What follows belongs to an exercise in optimizing a design on an open flow for small area, a short achievable clock period and few clock cycles; a production flow would make more cautious choices. Only simulation tests tie the RTL to the original design; equivalence was not proved.

==> run A: inputs <==
Design request_queue_with_size_class_pool, start of the top module:
module request_queue_with_size_class_pool
(
    input  logic                                 clk,
    input  logic                                 rst_n,
    input  logic                                 s_tvalid,
    output logic                                 s_tready,
    input  logic [rqscp_pkg::S_TDATA_W-1:0]      s_tdata,
    input  logic [rqscp_pkg::S_TUSER_W-1:0]      s_tuser,
    output logic                                 m_tvalid,
    input  logic                                 m_tready,
    output logic [rqscp_pkg::M_TDATA_W-1:0]      m_tdata,
    output logic [rqscp_pkg::M_TUSER_W-1:0]      m_tuser,
    input  logic                                 cfg_we,
    input  logic [rqscp_pkg::CFG_ADDR_W-1:0]     cfg_addr,
    input  logic [rqscp_pkg::CFG_DATA_W-1:0]     cfg_wdata
);
    logic                                 accept;
    logic                                 exec;
  ...
==> flow/config.mk <==
export PLATFORM = sky130hd
export DESIGN_NAME = request_queue_with_size_class_pool
export DESIGN_NICKNAME = request_queue_with_size_class_pool
export VERILOG_FILES = /design/flow/design.v
export SDC_FILE = /design/flow/constraint.sdc
export NUM_CORES = 4
export LEC_CHECK = 0
export CAP_MARGIN = 20
export CORE_MARGIN = 2
export CORE_UTILIZATION = 40
export SETUP_SLACK_MARGIN = 2.6
export SLEW_MARGIN = 20
export SYNTH_HIERARCHICAL = 1
export SYNTH_MINIMUM_KEEP_SIZE = 0
==> flow/constraint.sdc <==
create_clock -name core_clock -period 5.0 [get_ports {clk}]
set_input_delay 1.0000 -clock core_clock [delete_from_list [all_inputs] [get_ports {clk}]]
set_output_delay 1.0000 -clock core_clock [all_outputs]
set_load 0.01 [all_outputs]
run.sh (not shown) runs the stock make flow with config.mk's settings and CLKGATE_MAP_FILE= SYNTH_SCRIPT=/design/flow/synth_recipe.tcl, a recipe that flattens the netlist after the stock synthesis.
==> inputs of run P, as changes to run A <==
--- a/flow/design.v
+++ b/flow/design.v
@@ -35,17 +35,19 @@
     input  logic s_tvalid,
     output logic s_tready,
     output logic m_tvalid,
     input  logic m_tready,
     output logic accept,
     output logic exec,
+    output logic go,
     output logic busy
 );
     logic busy_reg;
     logic pending_reg;
-    assign exec     = busy_reg && (!pending_reg || m_tready);
+    assign go       = !pending_reg || m_tready;
+    assign exec     = busy_reg && go;
     assign s_tready = !busy_reg || !pending_reg || m_tready;
     assign accept   = s_tvalid && s_tready;
     assign m_tvalid = pending_reg;
     assign busy     = busy_reg;
     always_ff @(posedge clk or negedge rst_n)
     begin
@@ -64,12 +66,13 @@
 module rqscp_dpath
 (
     input  logic                                 clk,
     input  logic                                 rst_n,
     input  logic                                 accept,
     input  logic                                 exec,
+    input  logic                                 go,
     input  logic                                 busy,
     input  logic                                 s_tready,
     input  logic [rqscp_pkg::S_TUSER_W-1:0]      action,
     input  logic [rqscp_pkg::DATA_W-1:0]         din,
     input  logic                                 cfg_we,
     input  logic [rqscp_pkg::CFG_ADDR_W-1:0]     cfg_addr,
@@ -79,12 +82,13 @@
     output logic                                 head_valid,
     output logic [rqscp_pkg::ENTRY_W-1:0]        head
 );
     localparam int D  = rqscp_pkg::QUEUE_DEPTH;
     localparam int DW = rqscp_pkg::DATA_W;
     localparam int TW = rqscp_pkg::CLS_W + rqscp_pkg::IDX_W;
+    localparam int CW = 4;
     localparam int LW = rqscp_pkg::LEN_W;
     function automatic logic le16(input logic [LW-1:0] a, input logic [LW-1:0] b);
         logic [15:0] g1, l1;
         logic [7:0]  g2, l2;
         logic [3:0]  g3, l3;
         logic [1:0]  g4, l4;
@@ -109,16 +113,22 @@
     endfunction
     logic [LW-1:0] small_bytes_reg;
     logic [LW-1:0] medium_bytes_reg;
     logic [LW-1:0] large_bytes_reg;
     logic [1:0]    act_reg;
     logic [2:0]    le_reg;
+    logic          enq_nf_reg;
+    logic          full_next;
     logic [DW-1:0]                        data_reg [0:D-1];
-    logic [TW-1:0]                        tag_reg  [0:D-1];
+    logic [TW-1:0]                        tag0_reg;
+    logic [CW-1:0]                        code_reg [1:D-1];
+    logic [TW-1:0]                        tag1_dec;
+    logic [CW-1:0]                        pick_code;
     logic [DW-1:0]                        data_next [0:D-1];
-    logic [TW-1:0]                        tag_next  [0:D-1];
+    logic [TW-1:0]                        tag0_next;
+    logic [CW-1:0]                        code_next [1:D-1];
     logic [rqscp_pkg::CNT_W-1:0]          cnt_reg;
     logic                                 ne_reg;
     logic [rqscp_pkg::M_TUSER_W-1:0]      status_reg;
     logic [rqscp_pkg::SMALL_BUFFERS-1:0]  small_used_reg;
     logic [rqscp_pkg::MEDIUM_BUFFERS-1:0] medium_used_reg;
     logic [rqscp_pkg::LARGE_BUFFERS-1:0]  large_used_reg;
@@ -150,13 +160,14 @@
     assign len  = din[72:57];
     assign full = cnt_reg[3];
     always_ff @(posedge clk)
     begin
         if (s_tready)
         begin
-            act_reg <= action;
+            act_reg    <= action;
+            enq_nf_reg <= (action == rqscp_pkg::ACT_ENQUEUE) && !full_next;
             le_reg  <= {le16(len, large_bytes_reg), le16(len, medium_bytes_reg),
                         le16(len, small_bytes_reg)};
         end
     end
     always_comb
     begin
@@ -181,21 +192,32 @@
     assign use_m = !fit_s && fit_m;
     assign use_l = !fit_s && !fit_m && fit_l;
     assign pick_cls = use_s ? rqscp_pkg::CLS_SMALL : (use_m ? rqscp_pkg::CLS_MEDIUM : rqscp_pkg::CLS_LARGE);
     assign pick_idx = ({3{use_s}} & small_idx) | ({3{use_m}} & medium_idx)
                     | {2'b00, use_l & large_take[1]};
     assign pick     = {pick_idx, pick_cls};
+    assign pick_code = use_s ? {1'b0, small_idx}
+                     : (use_m ? {2'b10, medium_idx[1:0]} : {3'b110, large_take[1]});
+    always_comb
+    begin
+        if (!code_reg[1][3])
+            tag1_dec = {code_reg[1][2:0], rqscp_pkg::CLS_SMALL};
+        else if (!code_reg[1][2])
+            tag1_dec = {1'b0, code_reg[1][1:0], rqscp_pkg::CLS_MEDIUM};
+        else
+            tag1_dec = {2'b00, code_reg[1][0], rqscp_pkg::CLS_LARGE};
+    end
     assign is_enq = (act_reg == rqscp_pkg::ACT_ENQUEUE);
     assign is_deq = (act_reg == rqscp_pkg::ACT_DEQUEUE);
-    assign enq_ok = is_enq && !full && fit;
+    assign enq_ok = enq_nf_reg && fit;
     assign deq_ok = is_deq && ne_reg;
     assign go_enq = exec && enq_ok;
     assign go_deq = exec && deq_ok;
     assign many   = |cnt_reg[3:1];
-    assign head_idx = tag_reg[0][TW-1 -: rqscp_pkg::IDX_W];
-    assign head_cls = tag_reg[0][rqscp_pkg::CLS_W-1:0];
+    assign head_idx = tag0_reg[TW-1 -: rqscp_pkg::IDX_W];
+    assign head_cls = tag0_reg[rqscp_pkg::CLS_W-1:0];
     always_comb
     begin
         small_give  = (head_cls == rqscp_pkg::CLS_SMALL)  ? 8'(1) << head_idx : '0;
         medium_give = (head_cls == rqscp_pkg::CLS_MEDIUM) ? 4'(1) << head_idx[1:0] : '0;
         large_give  = (head_cls[1]) ? 2'(1) << head_idx[0] : '0;
     end
@@ -262,12 +284,13 @@
             small_used_reg  <= small_used_next;
             medium_used_reg <= medium_used_next;
             large_used_reg  <= large_used_next;
             free_reg        <= {!(&large_used_next), !(&medium_used_next), !(&small_used_next)};
         end
     end
+    assign full_next = go_enq ? at_cnt[D - 1] : (full && !go_deq);
     assign cnt_inc = cnt_reg + 1'b1;
     assign cnt_dec = cnt_reg - 1'b1;
     always_comb
     begin
         for (int i = 0; i < D; i++)
         begin
@@ -276,86 +299,86 @@
             at_park[i] = (i == 1) ? (at_cnt[0] || at_cnt[1]) : at_cnt[i];
             at_last[i] = (i < D - 1) ? at_cnt[i + 1] : full;
         end
         for (int i = 0; i < D; i++)
         begin
             ld_e[i] = (i > 0) && (above[i] || (at_park[i] && !(busy && enq_ok)));
-            ld_l[i] = (i > 0) && ((at_park[i] && at_cnt[0] && enq_ok)
-                                  || (at_last[i] && deq_ok));
-            up_l[i] = deq_ok && (i < D - 1) && (cnt_reg > 4'(i + 1));
-            pk_l[i] = enq_ok && at_cnt[i];
+            ld_l[i] = busy && (i > 0) && ((at_park[i] && at_cnt[0] && enq_ok)
+                                          || (at_last[i] && deq_ok));
+            up_l[i] = busy && deq_ok && (i < D - 1) && (cnt_reg > 4'(i + 1));
+            pk_l[i] = busy && enq_ok && at_cnt[i];
         end
-        up_l[0]   = (deq_ok && many) || (enq_ok && at_cnt[0]);
-        pk_l[0]   = enq_ok && at_cnt[0];
+        up_l[0]   = busy && ((deq_ok && many) || (enq_ok && at_cnt[0]));
+        pk_l[0]   = busy && enq_ok && at_cnt[0];
         hold_l    = ld_l | up_l;
     end
     for (genvar i = 0; i < D; i++)
     begin : g_selects
         if (i == 0)
         begin : g_head
             assign d_ld[0] = 1'b0;
             rqscp_and2 u_up
             (
-                .a (exec),
+                .a (go),
                 .b (up_l[0]),
                 .y (d_up[0])
             );
             rqscp_hold u_hold
             (
                 .e (!ne_reg),
-                .x (exec),
-                .l (deq_ok),
+                .x (go),
+                .l (busy && deq_ok),
                 .y (d_hold[0])
             );
             rqscp_and2 u_pk
             (
-                .a (exec),
+                .a (go),
                 .b (pk_l[0]),
                 .y (t_pk[0])
             );
             rqscp_and2 u_tup
             (
-                .a (exec),
-                .b (deq_ok && many),
+                .a (go),
+                .b (busy && deq_ok && many),
                 .y (t_up[0])
             );
             assign t_hold[0] = d_hold[0];
         end
         else
         begin : g_rest
             rqscp_ldor u_ld
             (
                 .e (ld_e[i]),
-                .x (exec),
+                .x (go),
                 .l (ld_l[i]),
                 .y (d_ld[i])
             );
             rqscp_and2 u_up
             (
-                .a (exec),
+                .a (go),
                 .b (up_l[i]),
                 .y (d_up[i])
             );
             rqscp_hold u_hold
             (
                 .e (ld_e[i]),
-                .x (exec),
+                .x (go),
                 .l (hold_l[i]),
                 .y (d_hold[i])
             );
             rqscp_and2 u_pk
             (
-                .a (exec),
+                .a (go),
                 .b (pk_l[i]),
                 .y (t_pk[i])
             );
             assign t_up[i] = d_up[i];
             rqscp_hold u_thold
             (
                 .e (1'b0),
-                .x (exec),
+                .x (go),
                 .l (up_l[i] || pk_l[i]),
                 .y (t_hold[i])
             );
         end
     end
     for (genvar i = 0; i < D; i++)
@@ -395,52 +418,71 @@
                     .c  (data_reg[i][b]),
                     .sc (d_hold[i]),
                     .y  (data_next[i][b])
                 );
             end
         end
-        for (genvar b = 0; b < TW; b++)
-        begin : g_tag
-            if (i == D - 1)
-            begin : g_last
-                rqscp_sel2 u_sel
-                (
-                    .b  (pick[b]),
-                    .sb (t_pk[i]),
-                    .c  (tag_reg[i][b]),
-                    .sc (t_hold[i]),
-                    .y  (tag_next[i][b])
-                );
-            end
-            else
-            begin : g_mid
+        if (i == 0)
+        begin : g_tag0
+            for (genvar b = 0; b < TW; b++)
+            begin : g_bit
                 rqscp_sel3 u_sel
                 (
-                    .a  (tag_reg[i + 1][b]),
-                    .sa (t_up[i]),
+                    .a  (tag1_dec[b]),
+                    .sa (t_up[0]),
                     .b  (pick[b]),
-                    .sb (t_pk[i]),
-                    .c  (tag_reg[i][b]),
-                    .sc (t_hold[i]),
-                    .y  (tag_next[i][b])
+                    .sb (t_pk[0]),
+                    .c  (tag0_reg[b]),
+                    .sc (t_hold[0]),
+                    .y  (tag0_next[b])
                 );
             end
         end
+        else
+        begin : g_code
+            for (genvar b = 0; b < CW; b++)
+            begin : g_bit
+                if (i == D - 1)
+                begin : g_last
+                    rqscp_sel2 u_sel
+                    (
+                        .b  (pick_code[b]),
+                        .sb (t_pk[i]),
+                        .c  (code_reg[i][b]),
+                        .sc (t_hold[i]),
+                        .y  (code_next[i][b])
+                    );
+                end
+                else
+                begin : g_mid
+                    rqscp_sel3 u_sel
+                    (
+                        .a  (code_reg[i + 1][b]),
+                        .sa (t_up[i]),
+                        .b  (pick_code[b]),
+                        .sb (t_pk[i]),
+                        .c  (code_reg[i][b]),
+                        .sc (t_hold[i]),
+                        .y  (code_next[i][b])
+                    );
+                end
+            end
+        end
     end
     always_ff @(posedge clk)
     begin
+        tag0_reg <= tag0_next;
         for (int i = 0; i < D; i++)
-        begin
             data_reg[i] <= data_next[i];
-            tag_reg[i]  <= tag_next[i];
-        end
+        for (int i = 1; i < D; i++)
+            code_reg[i] <= code_next[i];
     end
     assign status      = status_reg;
     assign entry_count = cnt_reg;
     assign head_valid  = ne_reg;
-    assign head        = {tag_reg[0], data_reg[0]};
+    assign head        = {tag0_reg, data_reg[0]};
 endmodule
 module rqscp_sel3
 (
     input  logic a,
     input  logic sa,
     input  logic b,
@@ -502,12 +544,13 @@
     input  logic                                 cfg_we,
     input  logic [rqscp_pkg::CFG_ADDR_W-1:0]     cfg_addr,
     input  logic [rqscp_pkg::CFG_DATA_W-1:0]     cfg_wdata
 );
     logic                                 accept;
     logic                                 exec;
+    logic                                 go;
     logic                                 busy;
     logic [rqscp_pkg::CNT_W-1:0]          entry_count;
     logic                                 head_valid;
     logic [rqscp_pkg::ENTRY_W-1:0]        head;
     rqscp_ctrl u_ctrl
     (
@@ -516,20 +559,22 @@
         .s_tvalid (s_tvalid),
         .s_tready (s_tready),
         .m_tvalid (m_tvalid),
         .m_tready (m_tready),
         .accept   (accept),
         .exec     (exec),
+        .go       (go),
         .busy     (busy)
     );
     rqscp_dpath u_dpath
     (
         .clk         (clk),
         .rst_n       (rst_n),
         .accept      (accept),
         .exec        (exec),
+        .go          (go),
         .busy        (busy),
         .s_tready    (s_tready),
         .action      (s_tuser),
         .din         (s_tdata[rqscp_pkg::DATA_W-1:0]),
         .cfg_we      (cfg_we),
         .cfg_addr    (cfg_addr),
==> flow/flow/run.sh (new file) <==
#!/bin/bash
set -euo pipefail
bash standard.sh "BUFFER_PORTS_ARGS=-buffer_cell sky130_fd_sc_hd__buf_2" finish > standard_flow.log 2>&1
==> flow/standard.sh (new file) <==
#!/bin/bash
# synth_recipe.tcl (not shown) runs the flow's synth.tcl, then flattens the netlist and writes it again
# the make line also repeats each setting of config.mk as NAME=value (left out here)
make -C /OpenROAD-flow-scripts/flow DESIGN_CONFIG=/design/flow/config.mk WORK_HOME=/design/flow/orfs CLKGATE_MAP_FILE= SYNTH_SCRIPT=/design/flow/synth_recipe.tcl "${@:-finish}"
- CORE_UTILIZATION: 40 -> 50
- CTS_CLUSTER_DIAMETER: unset -> 80
- CTS_CLUSTER_SIZE: unset -> 20
removed: flow/run.sh
==> inputs of run H, as changes to run A <==
==> flow/flow/run.sh (new file) <==
#!/bin/bash
set -euo pipefail
bash standard.sh "BUFFER_PORTS_ARGS=-buffer_cell sky130_fd_sc_hd__buf_2" finish > standard_flow.log 2>&1
==> flow/standard.sh (new file) <==
#!/bin/bash
# synth_recipe.tcl (not shown) runs the flow's synth.tcl, then flattens the netlist and writes it again
# the make line also repeats each setting of config.mk as NAME=value (left out here)
make -C /OpenROAD-flow-scripts/flow DESIGN_CONFIG=/design/flow/config.mk WORK_HOME=/design/flow/orfs CLKGATE_MAP_FILE= SYNTH_SCRIPT=/design/flow/synth_recipe.tcl "${@:-finish}"
- CORE_UTILIZATION: 40 -> 50
removed: flow/run.sh
==> impl_metrics.json <==
{
  "hp-class": "in -> async",
  "crit_cells": 10,
  "min_period_over_period_pct": 51.28,
  "detail_route.wl_per_cell_um": 29.06,
  "clockNetworkAreaShare_pct": 7.750,
  "p_comb_share_pct": 40.6,
  "cp_slowest_cell": "dfrtp_4",
  "seq_share_pct": 45.25,
  "syn_avg_cell_area_um2": 11.32,
  "num_rows": 82,
  "status": "finished clean",
  "grt_pass1_vias": 20773,
  "utilization_pct": 64.07,
  "pg_seq_uw": 9670
}
the above is filed under run H

==> impl_metrics.json <==
{
  "status": "finished clean",
  "num_rows": 92,
  "utilization_pct": 53.30,
  "clock-sinks": 703,
  "pg_seq_uw": 9650,
  "hold_ws_ps": 352.1,
  "syn_avg_cell_area_um2": 11.32,
  "crit_cells": 11,
  "min_period_over_period_pct": 49.84,
  "clock_latency_ps": 650,
  "grt_pass1_vias": 21232,
  "hp-class": "in -> async",
  "detail_route.wl_per_cell_um": 25.92,
  "seq_share_pct": 43.38,
  "cp_slowest_cell": "edfxtp_1",
  "met3_usage_pct": 4.694,
  "clockNetworkAreaShare_pct": 8.116
}
the above is filed under run A

==> impl_metrics.json <==
{
  "min_period_over_period_pct": 50.15,
  "num_rows": 82,
  "crit_type": "reg -> reg",
  "p_comb_share_pct": 45.8,
  "worst_r2r_endpoint": "u_dpath.data_reg[2][4]$_DFF_P_",
  "seq_share_pct": 46.69,
  "pg_seq_uw": 9890,
  "cp_slowest_cell": "dfstp_2",
  "port_buffers": 184,
  "status": "finished clean",
  "utilization_pct": 61.77,
  "grt_pass1_vias": 20601,
  "detail_route.wl_per_cell_um": 28.19,
  "syn_avg_cell_area_um2": 11.23,
  "nonClkBufAreaFrac_pct": 9.839
}
the above is filed under run P

Testbench counts of run A, summed over its fixed seeds: cycles 12,016.
Testbench counts of run P, summed over its fixed seeds: cycles 12,016.
Testbench counts of run H, summed over its fixed seeds: cycles 12,016.

==> static timing again, ports no longer ideal <==
The results above use ideal ports. As a check the final layouts listed here were re-extracted and re-timed, cells and wires unchanged. Step 1: set_driving_cell puts a clkbuf_16 on clk and a buf_2 on each other input, an assumption about the parent block. Step 2 adds t to the input delays and takes it off the output delays; t is the mean of the earliest and latest rising clock arrival at the registers after step 1. Input paths then give back, and output paths get back, about the clock's delay inside the block. a / b / c = ideal / step 1 / step 2; a / b = the first two.
| run | t, ns | setup WS [ns] | worst setup path after step 2 | slew at the worst register clock pin (ns) | cell pins on the clock port's net |
|---|---|---|---|---|---|
| run A | 0.688 | 2.508 / 2.508 / 1.967 | input to register | 0.07 / 0.07 | 1 |
| run P | 0.654 | 2.493 / 2.493 / 1.892 | input to register | 0.09 / 0.09 | 1 |
| run H | 0.665 | 2.436 / 2.436 / 1.921 | input to register | 0.07 / 0.07 | 1 |
After both steps setup and hold are still met in every run listed. For run P, which loses most, drivers alone change the setup slack by 0.000 ns; drivers and shift together by -0.601 ns.
